What follows belongs to an exercise in optimizing a design on an open flow for small area and few clock cycles per item; a production flow would make more cautious choices. The RTL of this run was laid out without a check of its function. Power figures rest on the tool's default switching activity, not on a simulated workload.

### flow/flow/run.sh
#!/bin/bash
# The standard layout (the standard.sh, all of it), with two changes:
# the port buffers are the smallest buffer cell, and before floorplanning
# every combinational cell is set to its smallest drive strength
# (flow/downsize.tcl); the flow's repair steps size cells up where timing
# needs it. Every tool's output is in standard.log here and in ORFS's own
# logs under orfs/logs.
set -e
export BUFFER_PORTS_ARGS="-buffer_cell sky130_fd_sc_hd__buf_1"
export PRE_FLOORPLAN_TCL="$PWD/flow/downsize.tcl"
bash standard.sh > standard.log 2>&1
### flow/flow/downsize.tcl
# Run before floorplanning (PRE_FLOORPLAN_TCL): put every combinational cell
# in the smallest drive strength of its footprint. Floorplanning's timing
# repair and the later repair steps size up again where timing needs it.
set db [ord::get_db]
set block [ord::get_db_block]
set dont_use [split $::env(DONT_USE_CELLS)]
set swapped 0
foreach inst [$block getInsts] {
  set m [$inst getMaster]
  if { [$m isSequential] } { continue }
  set name [$m getName]
  if { ![regexp {^(sky130_fd_sc_hd__[a-z0-9]+)_([0-9]+)$} $name -> base drive] } { continue }
  set best $m
  foreach d {0 1 2} {
    set cand [$db findMaster ${base}_$d]
    if { $cand eq "NULL" } { continue }
    if { [lsearch -exact $dont_use ${base}_$d] >= 0 } { continue }
    if { [$cand getWidth] < [$best getWidth] } { set best $cand }
  }
  if { $best ne $m } {
    $inst swapMaster $best
    incr swapped
  }
}
puts "downsize.tcl: swapped $swapped cells to a smaller drive strength"
### flow/standard.sh
#!/bin/bash
# synth_recipe.tcl (not shown) runs the flow's synth.tcl, then flattens the netlist and writes it again
# the make line also repeats each setting of config.mk as NAME=value (left out here)
make -C /OpenROAD-flow-scripts/flow DESIGN_CONFIG=/design/flow/config.mk WORK_HOME=/design/flow/orfs CLKGATE_MAP_FILE= SYNTH_SCRIPT=/design/flow/synth_recipe.tcl "${@:-finish}"
### flow/config.mk
export PLATFORM = sky130hd
export DESIGN_NAME = dot_top
export DESIGN_NICKNAME = dot_top
export VERILOG_FILES = /design/flow/design.v
export SDC_FILE = /design/flow/constraint.sdc
export NUM_CORES = 4
export LEC_CHECK = 0
export CAP_MARGIN = 20
export CORE_MARGIN = 2
export CORE_UTILIZATION = 40
export SLEW_MARGIN = 20
export SYNTH_HIERARCHICAL = 1
export SYNTH_MINIMUM_KEEP_SIZE = 0
### flow/constraint.sdc
create_clock -name core_clock -period 5.5 [get_ports {clk}]
set_input_delay 1.1000 -clock core_clock [delete_from_list [all_inputs] [get_ports {clk}]]
set_output_delay 1.1000 -clock core_clock [all_outputs]
set_load 0.01 [all_outputs]
### flow/design.v
package dot_pkg;
    typedef logic signed [8-1:0] sample_t;
    typedef logic [4*8-1:0] sample_vec_t;
    typedef logic signed [12-1:0] product_t;
    typedef logic [4*12-1:0] product_vec_t;
    typedef logic signed [(12 + 2)-1:0] sum_t;
endpackage
`timescale 1ns/1ps
module dot_and (
    input  logic a,
    input  logic b,
    output logic y
);
    assign y = a & b;
endmodule
module dot_nand (
    input  logic a,
    input  logic b,
    output logic y
);
    assign y = ~(a & b);
endmodule
module dot_or (
    input  logic a,
    input  logic b,
    output logic y
);
    assign y = a | b;
endmodule
module dot_nor (
    input  logic a,
    input  logic b,
    output logic y
);
    assign y = ~(a | b);
endmodule
module dot_xor (
    input  logic a,
    input  logic b,
    output logic y
);
    assign y = a ^ b;
endmodule
module dot_xnor (
    input  logic a,
    input  logic b,
    output logic y
);
    assign y = ~(a ^ b);
endmodule
module dot_aoi (
    input  logic g,
    input  logic p,
    input  logic c,
    output logic y
);
    assign y = ~(g | (p & c));
endmodule
module dot_oai (
    input  logic gn,
    input  logic pn,
    input  logic cn,
    output logic y
);
    assign y = ~(gn & (pn | cn));
endmodule
module dot_a22oi (
    input  logic a,
    input  logic b,
    input  logic c,
    input  logic d,
    output logic y
);
    assign y = ~((a & b) | (c & d));
endmodule
module dot_o21a (
    input  logic a,
    input  logic b,
    input  logic c,
    output logic y
);
    assign y = (a | b) & c;
endmodule
module dot_andn (
    input  logic a,
    input  logic b,
    output logic y
);
    assign y = ~a & b;
endmodule
module dot_negsel (
    input  logic h,
    input  logic m,
    input  logic lo,
    output logic y
);
    assign y = h & ~(m & lo);
endmodule
`timescale 1ns/1ps
module dot_fa (
    input  logic a,
    input  logic b,
    input  logic ci,
    output logic s,
    output logic co
);
    assign s  = a ^ b ^ ci;
    assign co = (a & b) | (a & ci) | (b & ci);
endmodule
module dot_fa1 (
    input  logic a,
    input  logic b,
    output logic s,
    output logic co
);
    assign s  = ~(a ^ b);
    assign co = a | b;
endmodule
module dot_fa1n (
    input  logic a,
    input  logic b,
    output logic s,
    output logic co
);
    assign s  = ~(a ^ b);
    assign co = ~(a & b);
endmodule
module dot_ha (
    input  logic a,
    input  logic b,
    output logic s,
    output logic co
);
    assign s  = a ^ b;
    assign co = a & b;
endmodule
`timescale 1ns/1ps
module dot_top (
    input  logic        clk,
    input  logic        rst,
    input  dot_pkg::sample_vec_t a_data,
    input  logic        a_last,
    input  logic        a_valid,
    output logic        a_ready,
    input  dot_pkg::sample_vec_t b_data,
    input  logic        b_valid,
    output logic        b_ready,
    output dot_pkg::sum_t        out_data,
    output logic        out_last,
    output logic        out_valid,
    input  logic        out_ready
);
    logic stage_ready;
    logic join_fire;
    assign stage_ready = ~out_valid | out_ready;
    assign a_ready   = b_valid & stage_ready;
    assign b_ready   = a_valid & stage_ready;
    assign join_fire = a_valid & b_valid & stage_ready;
    always_ff @(posedge clk) begin
        if (rst) begin
            out_valid <= 1'b0;
        end else if (join_fire) begin
            out_valid <= 1'b1;
        end else if (out_ready) begin
            out_valid <= 1'b0;
        end
    end
    logic n1, n2, n3, n4, n5, n6, n7, n8, n9, k10, s11, c12, k13, s14, c15, s16, c17, k18, n19, n20, n21, p22, n23, n24, n25, n26, p27, n28, n29, n30, n31, n32, p33, n34, n35, n36, n37, n38, n39, p40, n41, n42, n43, n44, n45, n46, n47, p48, n49, n50, n51, n52, n53, n54, n55, p56, n57, n58, n59, n60, n61, n62, n63, p64, p65, p66, p67, p68, p69, p70, p71, n72, n73, n74, n75, n76, n77, n78, n79, n80, n81, k82, s83, c84, k85, s86, c87, s88, c89, k90, n91, n92, n93, p94, n95, n96, n97, n98, p99, n100, n101, n102, n103, n104, p105, n106, n107, n108, n109, n110, n111, p112, n113, n114, n115, n116, n117, n118, n119, p120, n121, n122, n123, n124, n125, n126, n127, p128, n129, n130, n131, n132, n133, n134, n135, p136, p137, p138, p139, p140, p141, p142, p143, n144, n145, n146, n147, n148, n149, n150, n151, n152, n153, k154, s155, c156, k157, s158, c159, s160, c161, k162, n163, n164, n165, p166, n167, n168, n169, n170, p171, n172, n173, n174, n175, n176, p177, n178, n179, n180, n181, n182, n183, p184, n185, n186, n187, n188, n189, n190, n191, p192, n193, n194, n195, n196, n197, n198, n199, p200, n201, n202, n203, n204, n205, n206, n207, p208, p209, p210, p211, p212, p213, p214, p215, n216, n217, n218, n219, n220, n221, n222, n223, n224, n225, k226, s227, c228, k229, s230, c231, s232, c233, k234, n235, n236, n237, p238, n239, n240, n241, n242, p243, n244, n245, n246, n247, n248, p249, n250, n251, n252, n253, n254, n255, p256, n257, n258, n259, n260, n261, n262, n263, p264, n265, n266, n267, n268, n269, n270, n271, p272, n273, n274, n275, n276, n277, n278, n279, p280, p281, p282, p283, p284, p285, p286, p287, n288, s289, c290, s291, c292, s293, c294, s295, c296, s297, c298, s299, c300, s301, c302, s303, c304, s305, c306, s307, c308, s309, c310, s311, c312, s313, c314, s315, c316, s317, c318, s319, c320, s321, c322, s323, c324, s325, c326, s327, c328, s329, c330, s331, c332, s333, c334, s335, c336, s337, c338, s339, c340, s341, c342, s343, c344, s345, c346, s347, c348, s349, c350, s351, c352, s353, c354, s355, c356, s357, c358, s359, c360, s361, c362, s363, c364, s365, c366, s367, c368, s369, c370, s371, c372, s373, c374, s375, c376, s377, c378, s379, c380, s381, c382, s383, c384, s385, c386, s387, c388, s389, c390, s391, c392, s393, c394, s395, c396, s397, c398, s399, c400, s401, c402, s403, c404, s405, c406, s407, c408, s409, c410, s411, c412, s413, c414, s415, c416, s417, c418, s419, c420, s421, c422, s423, c424, s425, c426, s427, c428, s429, c430, s431, c432, s433, c434, s435, c436, s437, c438, s439, c440, s441, c442, s443, c444, s445, c446, s447, c448, s449, c450, s451, c452, s453, c454, s455, c456, s457, c458, s459, c460, s461, c462, s463, c464, s465, c466, s467, c468, s469, c470, s471, c472, s473, c474, s475, c476, s477, c478, s479, c480, s481, c482, s483, c484, s485, c486, s487, c488, s489, c490, s491, c492, s493, c494, s495, c496, s497, c498, s499, c500, s501, c502, s503, c504, s505, c506, s507, c508, s509, c510, s511, c512, s513, c514, s515, c516, s517, c518, s519, c520, s521, c522, s523, c524, s525, c526, s527, c528, s529, c530, s531, c532, s533, c534, s535, c536, s537, c538, s539, c540, s541, c542, s543, c544, s545, c546, s547, c548, s549, c550, s551, c552, s553, c554, s555, c556, s557, c558, s559, c560, s561, c562, s563, c564, s565, c566, s567, c568, s569, c570, s571, c572, s573, c574, s575, c576, s577, c578, s579, c580, s581, c582, s583, c584, s585, c586, s587, c588, s589, c590, s591, c592, s593, c594, s595, c596, s597, c598, s599, c600, s601, c602, s603, c604, s605, c606, s607, c608, s609, c610, s611, c612, s613, c614, s615, c616, s617, c618, s619, c620, s621, c622, s623, c624, s625, c626, s627, c628, s629, c630, s631, c632, s633, c634, s635, c636, s637, c638, s639, c640, s641, c642, s643, c644, s645, c646, s647, c648, s649, c650, s651, c652, s653, c654, s655, c656, s657, c658, s659, c660, s661, c662, s663, c664, s665, c666, s667, c668, s669, c670, s671, c672, s673, c674, s675, c676, s677, c678, s679, c680, s681, c682, s683, c684, s685, c686, s687, c688, s689, c690, s691, c692, s693, c694, s695, c696, s697, c698, s699, c700, s701, c702, s703, c704, o705, q706, o707, q708, o709, q710, o711, q712, g713, p714, q715, o716, g717, p718, q719, o720, g721, p722, q723, o724, g725, p726, q727, o728, g729, p730, q731, o732, g733, p734, q735, o736, g737, p738, q739, o740, g741, p742, q743, o744, g745, p746, q747, o748, o749;
    logic r0_0, r0_1, r1_0, r2_0, r3_0, r4_0, r4_1, r4_2, r5_0, r5_1, r6_0, r6_1, r7_0, r8_0, r8_1, r9_0, r9_1, r10_0, r10_1, r11_0, r11_1, r12_0, r12_1;
    assign n1 = ~(a_data[0] & b_data[1]);
    assign n2 = ~(a_data[0] & b_data[2]);
    assign n3 = ~(a_data[0] & b_data[3]);
    assign n4 = ~(a_data[1] & b_data[0]);
    assign n5 = ~(a_data[1] & b_data[1]);
    assign n6 = ~(a_data[1] & b_data[2]);
    assign n7 = ~(a_data[2] & b_data[0]);
    assign n8 = ~(a_data[2] & b_data[1]);
    assign n9 = ~(a_data[3] & b_data[0]);
    assign k10 = n4 | n1;
    dot_fa u1 (.a(n7), .b(n5), .ci(n2), .s(s11), .co(c12));
    assign k13 = s11 | k10;
    dot_fa u2 (.a(n9), .b(n8), .ci(n6), .s(s14), .co(c15));
    dot_fa u3 (.a(n3), .b(c12), .ci(k13), .s(s16), .co(c17));
    assign k18 = s14 | s16;
    assign n19 = ~(a_data[0] & b_data[4]);
    assign n20 = ~(a_data[0] & b_data[5]);
    assign n21 = ~(a_data[0] & b_data[6]);
    assign p22 = a_data[0] & b_data[7];
    assign n23 = ~(a_data[1] & b_data[3]);
    assign n24 = ~(a_data[1] & b_data[4]);
    assign n25 = ~(a_data[1] & b_data[5]);
    assign n26 = ~(a_data[1] & b_data[6]);
    assign p27 = a_data[1] & b_data[7];
    assign n28 = ~(a_data[2] & b_data[2]);
    assign n29 = ~(a_data[2] & b_data[3]);
    assign n30 = ~(a_data[2] & b_data[4]);
    assign n31 = ~(a_data[2] & b_data[5]);
    assign n32 = ~(a_data[2] & b_data[6]);
    assign p33 = a_data[2] & b_data[7];
    assign n34 = ~(a_data[3] & b_data[1]);
    assign n35 = ~(a_data[3] & b_data[2]);
    assign n36 = ~(a_data[3] & b_data[3]);
    assign n37 = ~(a_data[3] & b_data[4]);
    assign n38 = ~(a_data[3] & b_data[5]);
    assign n39 = ~(a_data[3] & b_data[6]);
    assign p40 = a_data[3] & b_data[7];
    assign n41 = ~(a_data[4] & b_data[0]);
    assign n42 = ~(a_data[4] & b_data[1]);
    assign n43 = ~(a_data[4] & b_data[2]);
    assign n44 = ~(a_data[4] & b_data[3]);
    assign n45 = ~(a_data[4] & b_data[4]);
    assign n46 = ~(a_data[4] & b_data[5]);
    assign n47 = ~(a_data[4] & b_data[6]);
    assign p48 = a_data[4] & b_data[7];
    assign n49 = ~(a_data[5] & b_data[0]);
    assign n50 = ~(a_data[5] & b_data[1]);
    assign n51 = ~(a_data[5] & b_data[2]);
    assign n52 = ~(a_data[5] & b_data[3]);
    assign n53 = ~(a_data[5] & b_data[4]);
    assign n54 = ~(a_data[5] & b_data[5]);
    assign n55 = ~(a_data[5] & b_data[6]);
    assign p56 = a_data[5] & b_data[7];
    assign n57 = ~(a_data[6] & b_data[0]);
    assign n58 = ~(a_data[6] & b_data[1]);
    assign n59 = ~(a_data[6] & b_data[2]);
    assign n60 = ~(a_data[6] & b_data[3]);
    assign n61 = ~(a_data[6] & b_data[4]);
    assign n62 = ~(a_data[6] & b_data[5]);
    assign n63 = ~(a_data[6] & b_data[6]);
    assign p64 = a_data[6] & b_data[7];
    assign p65 = a_data[7] & b_data[0];
    assign p66 = a_data[7] & b_data[1];
    assign p67 = a_data[7] & b_data[2];
    assign p68 = a_data[7] & b_data[3];
    assign p69 = a_data[7] & b_data[4];
    assign p70 = a_data[7] & b_data[5];
    assign p71 = a_data[7] & b_data[6];
    assign n72 = ~(a_data[7] & b_data[7]);
    assign n73 = ~(a_data[8] & b_data[9]);
    assign n74 = ~(a_data[8] & b_data[10]);
    assign n75 = ~(a_data[8] & b_data[11]);
    assign n76 = ~(a_data[9] & b_data[8]);
    assign n77 = ~(a_data[9] & b_data[9]);
    assign n78 = ~(a_data[9] & b_data[10]);
    assign n79 = ~(a_data[10] & b_data[8]);
    assign n80 = ~(a_data[10] & b_data[9]);
    assign n81 = ~(a_data[11] & b_data[8]);
    assign k82 = n76 | n73;
    dot_fa u4 (.a(n79), .b(n77), .ci(n74), .s(s83), .co(c84));
    assign k85 = s83 | k82;
    dot_fa u5 (.a(n81), .b(n80), .ci(n78), .s(s86), .co(c87));
    dot_fa u6 (.a(n75), .b(c84), .ci(k85), .s(s88), .co(c89));
    assign k90 = s86 | s88;
    assign n91 = ~(a_data[8] & b_data[12]);
    assign n92 = ~(a_data[8] & b_data[13]);
    assign n93 = ~(a_data[8] & b_data[14]);
    assign p94 = a_data[8] & b_data[15];
    assign n95 = ~(a_data[9] & b_data[11]);
    assign n96 = ~(a_data[9] & b_data[12]);
    assign n97 = ~(a_data[9] & b_data[13]);
    assign n98 = ~(a_data[9] & b_data[14]);
    assign p99 = a_data[9] & b_data[15];
    assign n100 = ~(a_data[10] & b_data[10]);
    assign n101 = ~(a_data[10] & b_data[11]);
    assign n102 = ~(a_data[10] & b_data[12]);
    assign n103 = ~(a_data[10] & b_data[13]);
    assign n104 = ~(a_data[10] & b_data[14]);
    assign p105 = a_data[10] & b_data[15];
    assign n106 = ~(a_data[11] & b_data[9]);
    assign n107 = ~(a_data[11] & b_data[10]);
    assign n108 = ~(a_data[11] & b_data[11]);
    assign n109 = ~(a_data[11] & b_data[12]);
    assign n110 = ~(a_data[11] & b_data[13]);
    assign n111 = ~(a_data[11] & b_data[14]);
    assign p112 = a_data[11] & b_data[15];
    assign n113 = ~(a_data[12] & b_data[8]);
    assign n114 = ~(a_data[12] & b_data[9]);
    assign n115 = ~(a_data[12] & b_data[10]);
    assign n116 = ~(a_data[12] & b_data[11]);
    assign n117 = ~(a_data[12] & b_data[12]);
    assign n118 = ~(a_data[12] & b_data[13]);
    assign n119 = ~(a_data[12] & b_data[14]);
    assign p120 = a_data[12] & b_data[15];
    assign n121 = ~(a_data[13] & b_data[8]);
    assign n122 = ~(a_data[13] & b_data[9]);
    assign n123 = ~(a_data[13] & b_data[10]);
    assign n124 = ~(a_data[13] & b_data[11]);
    assign n125 = ~(a_data[13] & b_data[12]);
    assign n126 = ~(a_data[13] & b_data[13]);
    assign n127 = ~(a_data[13] & b_data[14]);
    assign p128 = a_data[13] & b_data[15];
    assign n129 = ~(a_data[14] & b_data[8]);
    assign n130 = ~(a_data[14] & b_data[9]);
    assign n131 = ~(a_data[14] & b_data[10]);
    assign n132 = ~(a_data[14] & b_data[11]);
    assign n133 = ~(a_data[14] & b_data[12]);
    assign n134 = ~(a_data[14] & b_data[13]);
    assign n135 = ~(a_data[14] & b_data[14]);
    assign p136 = a_data[14] & b_data[15];
    assign p137 = a_data[15] & b_data[8];
    assign p138 = a_data[15] & b_data[9];
    assign p139 = a_data[15] & b_data[10];
    assign p140 = a_data[15] & b_data[11];
    assign p141 = a_data[15] & b_data[12];
    assign p142 = a_data[15] & b_data[13];
    assign p143 = a_data[15] & b_data[14];
    assign n144 = ~(a_data[15] & b_data[15]);
    assign n145 = ~(a_data[16] & b_data[17]);
    assign n146 = ~(a_data[16] & b_data[18]);
    assign n147 = ~(a_data[16] & b_data[19]);
    assign n148 = ~(a_data[17] & b_data[16]);
    assign n149 = ~(a_data[17] & b_data[17]);
    assign n150 = ~(a_data[17] & b_data[18]);
    assign n151 = ~(a_data[18] & b_data[16]);
    assign n152 = ~(a_data[18] & b_data[17]);
    assign n153 = ~(a_data[19] & b_data[16]);
    assign k154 = n148 | n145;
    dot_fa u7 (.a(n151), .b(n149), .ci(n146), .s(s155), .co(c156));
    assign k157 = s155 | k154;
    dot_fa u8 (.a(n153), .b(n152), .ci(n150), .s(s158), .co(c159));
    dot_fa u9 (.a(n147), .b(c156), .ci(k157), .s(s160), .co(c161));
    assign k162 = s158 | s160;
    assign n163 = ~(a_data[16] & b_data[20]);
    assign n164 = ~(a_data[16] & b_data[21]);
    assign n165 = ~(a_data[16] & b_data[22]);
    assign p166 = a_data[16] & b_data[23];
    assign n167 = ~(a_data[17] & b_data[19]);
    assign n168 = ~(a_data[17] & b_data[20]);
    assign n169 = ~(a_data[17] & b_data[21]);
    assign n170 = ~(a_data[17] & b_data[22]);
    assign p171 = a_data[17] & b_data[23];
    assign n172 = ~(a_data[18] & b_data[18]);
    assign n173 = ~(a_data[18] & b_data[19]);
    assign n174 = ~(a_data[18] & b_data[20]);
    assign n175 = ~(a_data[18] & b_data[21]);
    assign n176 = ~(a_data[18] & b_data[22]);
    assign p177 = a_data[18] & b_data[23];
    assign n178 = ~(a_data[19] & b_data[17]);
    assign n179 = ~(a_data[19] & b_data[18]);
    assign n180 = ~(a_data[19] & b_data[19]);
    assign n181 = ~(a_data[19] & b_data[20]);
    assign n182 = ~(a_data[19] & b_data[21]);
    assign n183 = ~(a_data[19] & b_data[22]);
    assign p184 = a_data[19] & b_data[23];
    assign n185 = ~(a_data[20] & b_data[16]);
    assign n186 = ~(a_data[20] & b_data[17]);
    assign n187 = ~(a_data[20] & b_data[18]);
    assign n188 = ~(a_data[20] & b_data[19]);
    assign n189 = ~(a_data[20] & b_data[20]);
    assign n190 = ~(a_data[20] & b_data[21]);
    assign n191 = ~(a_data[20] & b_data[22]);
    assign p192 = a_data[20] & b_data[23];
    assign n193 = ~(a_data[21] & b_data[16]);
    assign n194 = ~(a_data[21] & b_data[17]);
    assign n195 = ~(a_data[21] & b_data[18]);
    assign n196 = ~(a_data[21] & b_data[19]);
    assign n197 = ~(a_data[21] & b_data[20]);
    assign n198 = ~(a_data[21] & b_data[21]);
    assign n199 = ~(a_data[21] & b_data[22]);
    assign p200 = a_data[21] & b_data[23];
    assign n201 = ~(a_data[22] & b_data[16]);
    assign n202 = ~(a_data[22] & b_data[17]);
    assign n203 = ~(a_data[22] & b_data[18]);
    assign n204 = ~(a_data[22] & b_data[19]);
    assign n205 = ~(a_data[22] & b_data[20]);
    assign n206 = ~(a_data[22] & b_data[21]);
    assign n207 = ~(a_data[22] & b_data[22]);
    assign p208 = a_data[22] & b_data[23];
    assign p209 = a_data[23] & b_data[16];
    assign p210 = a_data[23] & b_data[17];
    assign p211 = a_data[23] & b_data[18];
    assign p212 = a_data[23] & b_data[19];
    assign p213 = a_data[23] & b_data[20];
    assign p214 = a_data[23] & b_data[21];
    assign p215 = a_data[23] & b_data[22];
    assign n216 = ~(a_data[23] & b_data[23]);
    assign n217 = ~(a_data[24] & b_data[25]);
    assign n218 = ~(a_data[24] & b_data[26]);
    assign n219 = ~(a_data[24] & b_data[27]);
    assign n220 = ~(a_data[25] & b_data[24]);
    assign n221 = ~(a_data[25] & b_data[25]);
    assign n222 = ~(a_data[25] & b_data[26]);
    assign n223 = ~(a_data[26] & b_data[24]);
    assign n224 = ~(a_data[26] & b_data[25]);
    assign n225 = ~(a_data[27] & b_data[24]);
    assign k226 = n220 | n217;
    dot_fa u10 (.a(n223), .b(n221), .ci(n218), .s(s227), .co(c228));
    assign k229 = s227 | k226;
    dot_fa u11 (.a(n225), .b(n224), .ci(n222), .s(s230), .co(c231));
    dot_fa u12 (.a(n219), .b(c228), .ci(k229), .s(s232), .co(c233));
    assign k234 = s230 | s232;
    assign n235 = ~(a_data[24] & b_data[28]);
    assign n236 = ~(a_data[24] & b_data[29]);
    assign n237 = ~(a_data[24] & b_data[30]);
    assign p238 = a_data[24] & b_data[31];
    assign n239 = ~(a_data[25] & b_data[27]);
    assign n240 = ~(a_data[25] & b_data[28]);
    assign n241 = ~(a_data[25] & b_data[29]);
    assign n242 = ~(a_data[25] & b_data[30]);
    assign p243 = a_data[25] & b_data[31];
    assign n244 = ~(a_data[26] & b_data[26]);
    assign n245 = ~(a_data[26] & b_data[27]);
    assign n246 = ~(a_data[26] & b_data[28]);
    assign n247 = ~(a_data[26] & b_data[29]);
    assign n248 = ~(a_data[26] & b_data[30]);
    assign p249 = a_data[26] & b_data[31];
    assign n250 = ~(a_data[27] & b_data[25]);
    assign n251 = ~(a_data[27] & b_data[26]);
    assign n252 = ~(a_data[27] & b_data[27]);
    assign n253 = ~(a_data[27] & b_data[28]);
    assign n254 = ~(a_data[27] & b_data[29]);
    assign n255 = ~(a_data[27] & b_data[30]);
    assign p256 = a_data[27] & b_data[31];
    assign n257 = ~(a_data[28] & b_data[24]);
    assign n258 = ~(a_data[28] & b_data[25]);
    assign n259 = ~(a_data[28] & b_data[26]);
    assign n260 = ~(a_data[28] & b_data[27]);
    assign n261 = ~(a_data[28] & b_data[28]);
    assign n262 = ~(a_data[28] & b_data[29]);
    assign n263 = ~(a_data[28] & b_data[30]);
    assign p264 = a_data[28] & b_data[31];
    assign n265 = ~(a_data[29] & b_data[24]);
    assign n266 = ~(a_data[29] & b_data[25]);
    assign n267 = ~(a_data[29] & b_data[26]);
    assign n268 = ~(a_data[29] & b_data[27]);
    assign n269 = ~(a_data[29] & b_data[28]);
    assign n270 = ~(a_data[29] & b_data[29]);
    assign n271 = ~(a_data[29] & b_data[30]);
    assign p272 = a_data[29] & b_data[31];
    assign n273 = ~(a_data[30] & b_data[24]);
    assign n274 = ~(a_data[30] & b_data[25]);
    assign n275 = ~(a_data[30] & b_data[26]);
    assign n276 = ~(a_data[30] & b_data[27]);
    assign n277 = ~(a_data[30] & b_data[28]);
    assign n278 = ~(a_data[30] & b_data[29]);
    assign n279 = ~(a_data[30] & b_data[30]);
    assign p280 = a_data[30] & b_data[31];
    assign p281 = a_data[31] & b_data[24];
    assign p282 = a_data[31] & b_data[25];
    assign p283 = a_data[31] & b_data[26];
    assign p284 = a_data[31] & b_data[27];
    assign p285 = a_data[31] & b_data[28];
    assign p286 = a_data[31] & b_data[29];
    assign p287 = a_data[31] & b_data[30];
    assign n288 = ~(a_data[31] & b_data[31]);
    dot_fa u13 (.a(n19), .b(n23), .ci(n28), .s(s289), .co(c290));
    dot_fa u14 (.a(n34), .b(n41), .ci(n91), .s(s291), .co(c292));
    dot_fa u15 (.a(n95), .b(n100), .ci(n106), .s(s293), .co(c294));
    dot_fa u16 (.a(n113), .b(n163), .ci(n167), .s(s295), .co(c296));
    dot_fa u17 (.a(n172), .b(n178), .ci(n185), .s(s297), .co(c298));
    dot_fa u18 (.a(n235), .b(n239), .ci(n244), .s(s299), .co(c300));
    dot_fa u19 (.a(n250), .b(n257), .ci(c15), .s(s301), .co(c302));
    dot_fa u20 (.a(c87), .b(c159), .ci(c231), .s(s303), .co(c304));
    dot_fa u21 (.a(s289), .b(s291), .ci(s293), .s(s305), .co(c306));
    dot_fa u22 (.a(s295), .b(s297), .ci(s299), .s(s307), .co(c308));
    dot_fa u23 (.a(s301), .b(s303), .ci(s305), .s(s309), .co(c310));
    dot_fa u24 (.a(s307), .b(c17), .ci(c89), .s(s311), .co(c312));
    dot_fa u25 (.a(c161), .b(c233), .ci(k18), .s(s313), .co(c314));
    dot_fa u26 (.a(k90), .b(k162), .ci(k234), .s(s315), .co(c316));
    dot_fa u27 (.a(s309), .b(s311), .ci(s313), .s(s317), .co(c318));
    dot_fa u28 (.a(n20), .b(n24), .ci(n29), .s(s319), .co(c320));
    dot_fa u29 (.a(n35), .b(n42), .ci(n49), .s(s321), .co(c322));
    dot_fa u30 (.a(n92), .b(n96), .ci(n101), .s(s323), .co(c324));
    dot_fa u31 (.a(n107), .b(n114), .ci(n121), .s(s325), .co(c326));
    dot_fa u32 (.a(n164), .b(n168), .ci(n173), .s(s327), .co(c328));
    dot_fa u33 (.a(n179), .b(n186), .ci(n193), .s(s329), .co(c330));
    dot_fa u34 (.a(n236), .b(n240), .ci(n245), .s(s331), .co(c332));
    dot_fa u35 (.a(n251), .b(n258), .ci(n265), .s(s333), .co(c334));
    dot_fa u36 (.a(c290), .b(c292), .ci(c294), .s(s335), .co(c336));
    dot_fa u37 (.a(c296), .b(c298), .ci(c300), .s(s337), .co(c338));
    dot_fa u38 (.a(s319), .b(s321), .ci(s323), .s(s339), .co(c340));
    dot_fa u39 (.a(s325), .b(s327), .ci(s329), .s(s341), .co(c342));
    dot_fa u40 (.a(s331), .b(s333), .ci(c302), .s(s343), .co(c344));
    dot_fa u41 (.a(c304), .b(c306), .ci(c308), .s(s345), .co(c346));
    dot_fa u42 (.a(s335), .b(s337), .ci(s339), .s(s347), .co(c348));
    dot_fa u43 (.a(s341), .b(s343), .ci(c310), .s(s349), .co(c350));
    dot_fa u44 (.a(s345), .b(c312), .ci(s347), .s(s351), .co(c352));
    dot_fa u45 (.a(c314), .b(c316), .ci(s349), .s(s353), .co(c354));
    dot_fa u46 (.a(s351), .b(c318), .ci(s353), .s(s355), .co(c356));
    dot_fa u47 (.a(n21), .b(n25), .ci(n30), .s(s357), .co(c358));
    dot_fa u48 (.a(n36), .b(n43), .ci(n50), .s(s359), .co(c360));
    dot_fa u49 (.a(n57), .b(n93), .ci(n97), .s(s361), .co(c362));
    dot_fa u50 (.a(n102), .b(n108), .ci(n115), .s(s363), .co(c364));
    dot_fa u51 (.a(n122), .b(n129), .ci(n165), .s(s365), .co(c366));
    dot_fa u52 (.a(n169), .b(n174), .ci(n180), .s(s367), .co(c368));
    dot_fa u53 (.a(n187), .b(n194), .ci(n201), .s(s369), .co(c370));
    dot_fa u54 (.a(n237), .b(n241), .ci(n246), .s(s371), .co(c372));
    dot_fa u55 (.a(n252), .b(n259), .ci(n266), .s(s373), .co(c374));
    dot_fa u56 (.a(n273), .b(c320), .ci(c322), .s(s375), .co(c376));
    dot_fa u57 (.a(c324), .b(c326), .ci(c328), .s(s377), .co(c378));
    dot_fa u58 (.a(c330), .b(c332), .ci(c334), .s(s379), .co(c380));
    dot_fa u59 (.a(s357), .b(s359), .ci(s361), .s(s381), .co(c382));
    dot_fa u60 (.a(s363), .b(s365), .ci(s367), .s(s383), .co(c384));
    dot_fa u61 (.a(s369), .b(s371), .ci(s373), .s(s385), .co(c386));
    dot_fa u62 (.a(c336), .b(c338), .ci(s375), .s(s387), .co(c388));
    dot_fa u63 (.a(c340), .b(c342), .ci(s377), .s(s389), .co(c390));
    dot_fa u64 (.a(s379), .b(s381), .ci(s383), .s(s391), .co(c392));
    dot_fa u65 (.a(s385), .b(c344), .ci(c346), .s(s393), .co(c394));
    dot_fa u66 (.a(s387), .b(c348), .ci(s389), .s(s395), .co(c396));
    dot_fa u67 (.a(s391), .b(c350), .ci(s393), .s(s397), .co(c398));
    dot_fa u68 (.a(c352), .b(s395), .ci(c354), .s(s399), .co(c400));
    dot_fa u69 (.a(s397), .b(c356), .ci(s399), .s(s401), .co(c402));
    dot_fa u70 (.a(p22), .b(n26), .ci(n31), .s(s403), .co(c404));
    dot_fa u71 (.a(n37), .b(n44), .ci(n51), .s(s405), .co(c406));
    dot_fa u72 (.a(n58), .b(p65), .ci(p94), .s(s407), .co(c408));
    dot_fa u73 (.a(n98), .b(n103), .ci(n109), .s(s409), .co(c410));
    dot_fa u74 (.a(n116), .b(n123), .ci(n130), .s(s411), .co(c412));
    dot_fa u75 (.a(p137), .b(p166), .ci(n170), .s(s413), .co(c414));
    dot_fa u76 (.a(n175), .b(n181), .ci(n188), .s(s415), .co(c416));
    dot_fa u77 (.a(n195), .b(n202), .ci(p209), .s(s417), .co(c418));
    dot_fa u78 (.a(p238), .b(n242), .ci(n247), .s(s419), .co(c420));
    dot_fa u79 (.a(n253), .b(n260), .ci(n267), .s(s421), .co(c422));
    dot_fa u80 (.a(n274), .b(p281), .ci(c358), .s(s423), .co(c424));
    dot_fa u81 (.a(c360), .b(c362), .ci(c364), .s(s425), .co(c426));
    dot_fa u82 (.a(c366), .b(c368), .ci(c370), .s(s427), .co(c428));
    dot_fa u83 (.a(c372), .b(c374), .ci(s403), .s(s429), .co(c430));
    dot_fa u84 (.a(s405), .b(s407), .ci(s409), .s(s431), .co(c432));
    dot_fa u85 (.a(s411), .b(s413), .ci(s415), .s(s433), .co(c434));
    dot_fa u86 (.a(s417), .b(s419), .ci(s421), .s(s435), .co(c436));
    dot_fa u87 (.a(c376), .b(c378), .ci(c380), .s(s437), .co(c438));
    dot_fa u88 (.a(s423), .b(c382), .ci(c384), .s(s439), .co(c440));
    dot_fa u89 (.a(c386), .b(s425), .ci(s427), .s(s441), .co(c442));
    dot_fa u90 (.a(s429), .b(s431), .ci(s433), .s(s443), .co(c444));
    dot_fa u91 (.a(s435), .b(c388), .ci(s437), .s(s445), .co(c446));
    dot_fa u92 (.a(c390), .b(c392), .ci(s439), .s(s447), .co(c448));
    dot_fa u93 (.a(s441), .b(s443), .ci(c394), .s(s449), .co(c450));
    dot_fa u94 (.a(s445), .b(c396), .ci(s447), .s(s451), .co(c452));
    dot_fa u95 (.a(c398), .b(s449), .ci(s451), .s(s453), .co(c454));
    dot_fa u96 (.a(c400), .b(s453), .ci(c402), .s(s455), .co(c456));
    dot_fa u97 (.a(p27), .b(n32), .ci(n38), .s(s457), .co(c458));
    dot_fa u98 (.a(n45), .b(n52), .ci(n59), .s(s459), .co(c460));
    dot_fa u99 (.a(p66), .b(p99), .ci(n104), .s(s461), .co(c462));
    dot_fa u100 (.a(n110), .b(n117), .ci(n124), .s(s463), .co(c464));
    dot_fa u101 (.a(n131), .b(p138), .ci(p171), .s(s465), .co(c466));
    dot_fa u102 (.a(n176), .b(n182), .ci(n189), .s(s467), .co(c468));
    dot_fa u103 (.a(n196), .b(n203), .ci(p210), .s(s469), .co(c470));
    dot_fa u104 (.a(p243), .b(n248), .ci(n254), .s(s471), .co(c472));
    dot_fa u105 (.a(n261), .b(n268), .ci(n275), .s(s473), .co(c474));
    dot_fa u106 (.a(p282), .b(c404), .ci(c406), .s(s475), .co(c476));
    dot_fa u107 (.a(c408), .b(c410), .ci(c412), .s(s477), .co(c478));
    dot_fa u108 (.a(c414), .b(c416), .ci(c418), .s(s479), .co(c480));
    dot_fa u109 (.a(c420), .b(c422), .ci(s457), .s(s481), .co(c482));
    dot_fa u110 (.a(s459), .b(s461), .ci(s463), .s(s483), .co(c484));
    dot_fa u111 (.a(s465), .b(s467), .ci(s469), .s(s485), .co(c486));
    dot_fa u112 (.a(s471), .b(s473), .ci(c424), .s(s487), .co(c488));
    dot_fa u113 (.a(c426), .b(c428), .ci(c430), .s(s489), .co(c490));
    dot_fa u114 (.a(s475), .b(c432), .ci(c434), .s(s491), .co(c492));
    dot_fa u115 (.a(c436), .b(s477), .ci(s479), .s(s493), .co(c494));
    dot_fa u116 (.a(s481), .b(s483), .ci(s485), .s(s495), .co(c496));
    dot_fa u117 (.a(c438), .b(s487), .ci(c440), .s(s497), .co(c498));
    dot_fa u118 (.a(c442), .b(s489), .ci(c444), .s(s499), .co(c500));
    dot_fa u119 (.a(s491), .b(s493), .ci(s495), .s(s501), .co(c502));
    dot_fa u120 (.a(c446), .b(s497), .ci(c448), .s(s503), .co(c504));
    dot_fa u121 (.a(s499), .b(s501), .ci(c450), .s(s505), .co(c506));
    dot_fa u122 (.a(c452), .b(s503), .ci(s505), .s(s507), .co(c508));
    dot_fa u123 (.a(p33), .b(n39), .ci(n46), .s(s509), .co(c510));
    dot_fa u124 (.a(n53), .b(n60), .ci(p67), .s(s511), .co(c512));
    dot_fa u125 (.a(p105), .b(n111), .ci(n118), .s(s513), .co(c514));
    dot_fa u126 (.a(n125), .b(n132), .ci(p139), .s(s515), .co(c516));
    dot_fa u127 (.a(p177), .b(n183), .ci(n190), .s(s517), .co(c518));
    dot_fa u128 (.a(n197), .b(n204), .ci(p211), .s(s519), .co(c520));
    dot_fa u129 (.a(p249), .b(n255), .ci(n262), .s(s521), .co(c522));
    dot_fa u130 (.a(n269), .b(n276), .ci(p283), .s(s523), .co(c524));
    dot_fa u131 (.a(c458), .b(c460), .ci(c462), .s(s525), .co(c526));
    dot_fa u132 (.a(c464), .b(c466), .ci(c468), .s(s527), .co(c528));
    dot_fa u133 (.a(c470), .b(c472), .ci(c474), .s(s529), .co(c530));
    dot_fa u134 (.a(s509), .b(s511), .ci(s513), .s(s531), .co(c532));
    dot_fa u135 (.a(s515), .b(s517), .ci(s519), .s(s533), .co(c534));
    dot_fa u136 (.a(s521), .b(s523), .ci(c476), .s(s535), .co(c536));
    dot_fa u137 (.a(c478), .b(c480), .ci(c482), .s(s537), .co(c538));
    dot_fa u138 (.a(c484), .b(c486), .ci(s525), .s(s539), .co(c540));
    dot_fa u139 (.a(s527), .b(s529), .ci(s531), .s(s541), .co(c542));
    dot_fa u140 (.a(s533), .b(c488), .ci(c490), .s(s543), .co(c544));
    dot_fa u141 (.a(s535), .b(c492), .ci(c494), .s(s545), .co(c546));
    dot_fa u142 (.a(s537), .b(c496), .ci(s539), .s(s547), .co(c548));
    dot_fa u143 (.a(s541), .b(c498), .ci(s543), .s(s549), .co(c550));
    dot_fa u144 (.a(c500), .b(s545), .ci(c502), .s(s551), .co(c552));
    dot_fa u145 (.a(s547), .b(c504), .ci(s549), .s(s553), .co(c554));
    dot_fa u146 (.a(s551), .b(c506), .ci(s553), .s(s555), .co(c556));
    dot_fa u147 (.a(p40), .b(n47), .ci(n54), .s(s557), .co(c558));
    dot_fa u148 (.a(n61), .b(p68), .ci(p112), .s(s559), .co(c560));
    dot_fa u149 (.a(n119), .b(n126), .ci(n133), .s(s561), .co(c562));
    dot_fa u150 (.a(p140), .b(p184), .ci(n191), .s(s563), .co(c564));
    dot_fa u151 (.a(n198), .b(n205), .ci(p212), .s(s565), .co(c566));
    dot_fa u152 (.a(p256), .b(n263), .ci(n270), .s(s567), .co(c568));
    dot_fa u153 (.a(n277), .b(p284), .ci(c510), .s(s569), .co(c570));
    dot_fa u154 (.a(c512), .b(c514), .ci(c516), .s(s571), .co(c572));
    dot_fa u155 (.a(c518), .b(c520), .ci(c522), .s(s573), .co(c574));
    dot_fa u156 (.a(c524), .b(s557), .ci(s559), .s(s575), .co(c576));
    dot_fa u157 (.a(s561), .b(s563), .ci(s565), .s(s577), .co(c578));
    dot_fa u158 (.a(s567), .b(c526), .ci(c528), .s(s579), .co(c580));
    dot_fa u159 (.a(c530), .b(s569), .ci(c532), .s(s581), .co(c582));
    dot_fa u160 (.a(c534), .b(s571), .ci(s573), .s(s583), .co(c584));
    dot_fa u161 (.a(s575), .b(s577), .ci(c536), .s(s585), .co(c586));
    dot_fa u162 (.a(c538), .b(s579), .ci(c540), .s(s587), .co(c588));
    dot_fa u163 (.a(c542), .b(s581), .ci(s583), .s(s589), .co(c590));
    dot_fa u164 (.a(c544), .b(s585), .ci(c546), .s(s591), .co(c592));
    dot_fa u165 (.a(c548), .b(s587), .ci(s589), .s(s593), .co(c594));
    dot_fa u166 (.a(c550), .b(s591), .ci(c552), .s(s595), .co(c596));
    dot_fa u167 (.a(s593), .b(c554), .ci(s595), .s(s597), .co(c598));
    dot_fa u168 (.a(p48), .b(n55), .ci(n62), .s(s599), .co(c600));
    dot_fa u169 (.a(p69), .b(p120), .ci(n127), .s(s601), .co(c602));
    dot_fa u170 (.a(n134), .b(p141), .ci(p192), .s(s603), .co(c604));
    dot_fa u171 (.a(n199), .b(n206), .ci(p213), .s(s605), .co(c606));
    dot_fa u172 (.a(p264), .b(n271), .ci(n278), .s(s607), .co(c608));
    dot_fa u173 (.a(p285), .b(c558), .ci(c560), .s(s609), .co(c610));
    dot_fa u174 (.a(c562), .b(c564), .ci(c566), .s(s611), .co(c612));
    dot_fa u175 (.a(c568), .b(s599), .ci(s601), .s(s613), .co(c614));
    dot_fa u176 (.a(s603), .b(s605), .ci(s607), .s(s615), .co(c616));
    dot_fa u177 (.a(c570), .b(c572), .ci(c574), .s(s617), .co(c618));
    dot_fa u178 (.a(c576), .b(s609), .ci(c578), .s(s619), .co(c620));
    dot_fa u179 (.a(s611), .b(s613), .ci(s615), .s(s621), .co(c622));
    dot_fa u180 (.a(c580), .b(c582), .ci(s617), .s(s623), .co(c624));
    dot_fa u181 (.a(c584), .b(s619), .ci(s621), .s(s625), .co(c626));
    dot_fa u182 (.a(c586), .b(c588), .ci(s623), .s(s627), .co(c628));
    dot_fa u183 (.a(c590), .b(s625), .ci(c592), .s(s629), .co(c630));
    dot_fa u184 (.a(s627), .b(c594), .ci(s629), .s(s631), .co(c632));
    dot_fa u185 (.a(c596), .b(s631), .ci(c598), .s(s633), .co(c634));
    dot_fa u186 (.a(p56), .b(n63), .ci(p70), .s(s635), .co(c636));
    dot_fa u187 (.a(p128), .b(n135), .ci(p142), .s(s637), .co(c638));
    dot_fa u188 (.a(p200), .b(n207), .ci(p214), .s(s639), .co(c640));
    dot_fa u189 (.a(p272), .b(n279), .ci(p286), .s(s641), .co(c642));
    dot_fa u190 (.a(c600), .b(c602), .ci(c604), .s(s643), .co(c644));
    dot_fa u191 (.a(c606), .b(c608), .ci(s635), .s(s645), .co(c646));
    dot_fa u192 (.a(s637), .b(s639), .ci(s641), .s(s647), .co(c648));
    dot_fa u193 (.a(c610), .b(c612), .ci(c614), .s(s649), .co(c650));
    dot_fa u194 (.a(c616), .b(s643), .ci(s645), .s(s651), .co(c652));
    dot_fa u195 (.a(s647), .b(c618), .ci(c620), .s(s653), .co(c654));
    dot_fa u196 (.a(s649), .b(c622), .ci(s651), .s(s655), .co(c656));
    dot_fa u197 (.a(c624), .b(s653), .ci(c626), .s(s657), .co(c658));
    dot_fa u198 (.a(s655), .b(c628), .ci(s657), .s(s659), .co(c660));
    dot_fa u199 (.a(c630), .b(s659), .ci(c632), .s(s661), .co(c662));
    dot_fa u200 (.a(p64), .b(p71), .ci(p136), .s(s663), .co(c664));
    dot_fa u201 (.a(p143), .b(p208), .ci(p215), .s(s665), .co(c666));
    dot_fa u202 (.a(p280), .b(p287), .ci(c636), .s(s667), .co(c668));
    dot_fa u203 (.a(c638), .b(c640), .ci(c642), .s(s669), .co(c670));
    dot_fa u204 (.a(s663), .b(s665), .ci(c644), .s(s671), .co(c672));
    dot_fa u205 (.a(c646), .b(s667), .ci(c648), .s(s673), .co(c674));
    dot_fa u206 (.a(s669), .b(c650), .ci(s671), .s(s675), .co(c676));
    dot_fa u207 (.a(c652), .b(s673), .ci(c654), .s(s677), .co(c678));
    dot_fa u208 (.a(s675), .b(c656), .ci(s677), .s(s679), .co(c680));
    dot_fa u209 (.a(c658), .b(s679), .ci(c660), .s(s681), .co(c682));
    dot_fa u210 (.a(n72), .b(n144), .ci(n216), .s(s683), .co(c684));
    dot_fa u211 (.a(n288), .b(c664), .ci(c666), .s(s685), .co(c686));
    dot_fa u212 (.a(s683), .b(c668), .ci(c670), .s(s687), .co(c688));
    dot_fa u213 (.a(s685), .b(c672), .ci(c674), .s(s689), .co(c690));
    dot_fa u214 (.a(s687), .b(c676), .ci(s689), .s(s691), .co(c692));
    dot_fa u215 (.a(c678), .b(s691), .ci(c680), .s(s693), .co(c694));
    dot_fa u216 (.a(c684), .b(c686), .ci(c688), .s(s695), .co(c696));
    dot_fa u217 (.a(c690), .b(s695), .ci(c692), .s(s697), .co(c698));
    always_ff @(posedge clk) begin
        if (join_fire) begin
            out_last <= a_last;
            r0_0 <= s315;
            r0_1 <= s317;
            r1_0 <= s355;
            r2_0 <= s401;
            r3_0 <= s455;
            r4_0 <= c454;
            r4_1 <= s507;
            r4_2 <= c456;
            r5_0 <= c508;
            r5_1 <= s555;
            r6_0 <= c556;
            r6_1 <= s597;
            r7_0 <= s633;
            r8_0 <= c634;
            r8_1 <= s661;
            r9_0 <= c662;
            r9_1 <= s681;
            r10_0 <= c682;
            r10_1 <= s693;
            r11_0 <= c694;
            r11_1 <= s697;
            r12_0 <= c696;
            r12_1 <= c698;
        end
    end
    dot_ha u218 (.a(~r4_0), .b(~r4_1), .s(s699), .co(c700));
    dot_ha u219 (.a(~r5_0), .b(~r5_1), .s(s701), .co(c702));
    dot_fa1n u220 (.a(r6_0), .b(r6_1), .s(s703), .co(c704));
    assign o705 = ~r0_0 ^ ~r0_1;
    assign q706 = ~r0_0 & ~r0_1;
    assign o707 = ~r1_0 ^ q706;
    assign q708 = ~r1_0 & q706;
    assign o709 = ~r2_0 ^ q708;
    assign q710 = ~r2_0 & q708;
    assign o711 = ~r3_0 ^ q710;
    assign q712 = ~r3_0 & q710;
    dot_and u221 (.a(~r4_2), .b(s699), .y(g713));
    dot_xor u222 (.a(~r4_2), .b(s699), .y(p714));
    dot_aoi u223 (.g(g713), .p(p714), .c(q712), .y(q715));
    assign o716 = p714 ^ q712;
    dot_nand u224 (.a(c700), .b(s701), .y(g717));
    dot_xnor u225 (.a(c700), .b(s701), .y(p718));
    dot_oai u226 (.gn(g717), .pn(p718), .cn(q715), .y(q719));
    assign o720 = p718 ^ q715;
    dot_and u227 (.a(c702), .b(s703), .y(g721));
    dot_xor u228 (.a(c702), .b(s703), .y(p722));
    dot_aoi u229 (.g(g721), .p(p722), .c(q719), .y(q723));
    assign o724 = p722 ^ q719;
    dot_nand u230 (.a(~r7_0), .b(c704), .y(g725));
    dot_xnor u231 (.a(~r7_0), .b(c704), .y(p726));
    dot_oai u232 (.gn(g725), .pn(p726), .cn(q723), .y(q727));
    assign o728 = p726 ^ q723;
    dot_nor u233 (.a(r8_0), .b(r8_1), .y(g729));
    dot_xor u234 (.a(r8_0), .b(r8_1), .y(p730));
    dot_aoi u235 (.g(g729), .p(p730), .c(q727), .y(q731));
    assign o732 = p730 ^ q727;
    dot_or u236 (.a(r9_0), .b(r9_1), .y(g733));
    dot_xnor u237 (.a(r9_0), .b(r9_1), .y(p734));
    dot_oai u238 (.gn(g733), .pn(p734), .cn(q731), .y(q735));
    assign o736 = p734 ^ q731;
    dot_nor u239 (.a(r10_0), .b(r10_1), .y(g737));
    dot_xor u240 (.a(r10_0), .b(r10_1), .y(p738));
    dot_aoi u241 (.g(g737), .p(p738), .c(q735), .y(q739));
    assign o740 = p738 ^ q735;
    dot_or u242 (.a(r11_0), .b(r11_1), .y(g741));
    dot_xnor u243 (.a(r11_0), .b(r11_1), .y(p742));
    dot_oai u244 (.gn(g741), .pn(p742), .cn(q739), .y(q743));
    assign o744 = p742 ^ q739;
    dot_nor u245 (.a(r12_0), .b(r12_1), .y(g745));
    dot_xor u246 (.a(r12_0), .b(r12_1), .y(p746));
    dot_aoi u247 (.g(g745), .p(p746), .c(q743), .y(q747));
    assign o748 = p746 ^ q743;
    assign o749 = ~~q747;
    assign out_data = {o749, o748, o744, o740, o736, o732, o728, o724, o720, o716, o711, o709, o707, o705};
endmodule
==> results.cfg <==
[finish]
multi_input_area_sq_um = 5830
antennaDiodeCount = 0
regArea_sq_um = 741
instances_no_fill = 935
final_core_util = 0.472
drive_gt1_frac = 0.102
fill_cells = 1536
nNetsFinal = 1010
final_area_sq_um = 7800

[global_route]
grt.overflow.total = 0
grt_start_max_net_pins = 25
antenna_found_initial = 0
grt_pass1_vias = 5471
grt_pass1_wl_microns = 28400
grt_use_total = 0.213

[critical_path]
cp_slowest_cell = fa_1
start_kind = primary input
r2r_cells = 2
r2r-start = out_valid$_SDFFE_PP0P_
crit_path_max_fanout = 6
critical_path_required_ns = 5.51
worst_path_largest_cell_delay_ns = 0.50
arrival_ns = 5.33
cp_cell_sequence = buf_1, nand2_1, fa_1, or3_1, fa_1, or2_2, fa_1, fa_1, fa_1, fa_1, fa_1
r2r-end = r8_1$_DFFE_PP_
cp_common_cell = fa_1
r2r_slack_ns = 4.12
worst_setup_path_end_kind = register
worstSetupPathType = in -> reg

[cts]
post_cts_resized = 0
clock-sinks = 25
root_buffer = clkbuf_16
cts_buffer_depth = 2
cts.clk_slew.worst_paths_ns = 0.07
h-tree-depth = 1
cts_tree = built
hold_buffers = 0
cts_made_buffers = 3
postCtsSetupBuffers = 0
clock_latency_ns = 0.26

[detailed_routing]
first_iter_violations = 346
wl_microns = 17900
viasPerCell = 5.09
vias = 4760
drc = 0
antenna_left = 0
wl_per_cell_microns = 19.2
dr.pass1.iters = 5

[floorplanning]
top_level_ports = 88
rows = 47
die_h_microns = 134
die_area_sq_um = 17900
coreArea_sq_um = 16500
initial_utilization = 0.408
die_x_microns = 134

[min_path]
hold_class = reg -> reg
hp-start = out_valid$_SDFFE_PP0P_
min_path_cells = 2
holdPathEnd = out_valid$_SDFFE_PP0P_

[placement]
pre_cts_ws_ns = -0.0821
portBuffers = 87
dpl_cell_area_sq_um = 7720
place.gp.congestion = 0.996
place_inst = 931
dp_hpwl_microns = 16500

[pwr]
switching_share = 0.453
ir_drop_v = 0.000416
pwr-share-comb = 0.793
p_sw_mw = 1.71
p_leak_nw = 2.86
p_seq_frac = 0.163
clock_power_share = 0.044
p_int_mw = 2.06
power.density_nw_per_um2 = 482

[timing]
finalHoldViolations = 0
finClkSkew_ns = 0.00343
fin_tns_setup_ns = 0
setup_ws_ns = 0.181
final_max_slew_viol_count = 0
period_needed_ns = 5.32
relSlewSlack = 0.618
tightestPinTransition_ns = 0.574
rsz0062_at_grt = no
period_share = 0.967
fmax_ghz = 0.188
setup_viol = 0

[yosys]
syn_inst = 594
yosysWarnings = 7
synth_nets = 888

[outcome]
status = finished clean

[flow_run]
max_cap_violations = 0
==> power by group through the flow <==
stage / Combinational (mW) / Sequential (mW) / Clock, mW
after detailed placement: 3.12 / 0.619 / 0
after floorplan: 2.27 / 0.610 / 0
after CTS: 3.13 / 0.615 / 0.172
final: 2.98 / 0.613 / 0.166
after global routing: 3.51 / 0.623 / 0.181
after global placement: 3.05 / 0.614 / 0
==> worst max path at each step <==
| stage | start | end | slack [ns] | depth (start not counted) |
|---|---|---|---|---|
| floorplan | b_data[10] | r3_0$_DFFE_PP_ | 0.19 | 11 |
| global placement | b_data[8] | r3_0$_DFFE_PP_ | -0.03 | 11 |
| detailed placement | a_data[24] | r3_0$_DFFE_PP_ | -0.08 | 11 |
| CTS | a_data[24] | r3_0$_DFFE_PP_ | 0.20 | 11 |
| global route | a_data[24] | r3_0$_DFFE_PP_ | 0.06 | 11 |
| finish | b_data[26] | r3_0$_DFFE_PP_ | 0.18 | 11 |
==> cell usage in the layout, fill, tap and decap left out <==
cell type	count
fa_1	217
nand2_1	195
buf_1	87
buf_4	63
and2_1	56
edfxtp_1	24
xor2_1	14
inv_1	13
ha_1	7
a21oi_1	6
and2_0	4
or3_1	4
or2_2	4
xnor2_1	4
o21ai_1	4
nor2_1	3
clkbuf_16	3
or2_1	2
nand2b_1	1
and3_2	1
clkinvlp_4	1
dfxtp_1	1
buf_12	1
==> per-layer routing <==
layer  track usage  part of all wire  up-vias
li1              -                 -     2027
met2         0.361              0.49      263
met1         0.275              0.38     2422
met3        0.0367             0.082       48
met4        0.0816             0.049        0
met5             0                 0        -
==> metrics by stage <==
stage | hold slack (ns) | total power [mW]
2_1_floorplan | 0.529 | 2.88
3_3_place_gp | 0.503 | 3.66
3_5_place_dp | 0.538 | 3.74
4_1_cts | 0.548 | 3.91
5_1_grt | 0.585 | 4.32
6_report | 0.538 | 3.76
==> area by class of cell <==
| class | instances | area share |
|---|---|---|
| sequential | 25 | 0.0949 |
| inverter | 13 | 0.00626 |
| clock inverter | 1 | 0.000962 |
| tap | 220 | 0.0353 |
| timing repair buffer | 151 | 0.105 |
| multi-input combinational | 522 | 0.748 |
| clock buffer | 3 | 0.00962 |
==> worst max-delay path, delay by kind of cell <==
family | cells | cell delay, ns
AND/OR/NAND/NOR | 3 | 0.86
buffers and inverters | 1 | 0.30
adder cells (fa/ha/maj) | 7 | 3.06

## afterwards: timing with drivers on the ports
In the flow no input, the clock included, has a driving cell. The finished layout below was timed again as built, in two steps.
Step 1 sets driving cells, clkbuf_16 on the clock port and buf_2 on the other inputs (assumed; they add their load-dependent delay and slew).
Step 2, shift: input delay + t, output delay - t, t = (earliest + latest rising clock arrival at the registers) / 2. This alone moves slack from input paths to output paths.
a / b / c = ideal ports / drivers / drivers and shift; a / b = the first two.
shift t [ns]: 0.293
setup WS [ns]: 0.181 / 0.150 / -0.144
hold slack, ns: 0.538 / 0.538 / 0.538
latest minus earliest clock arrival (ns): 0.003 / 0.003
worst slew at a driven data input, ns: 0.06
With both steps, setup timing fails in this run, where it was met with ideal ports. For this run, drivers alone change the setup slack by -0.031 ns; drivers and shift together by -0.325 ns.
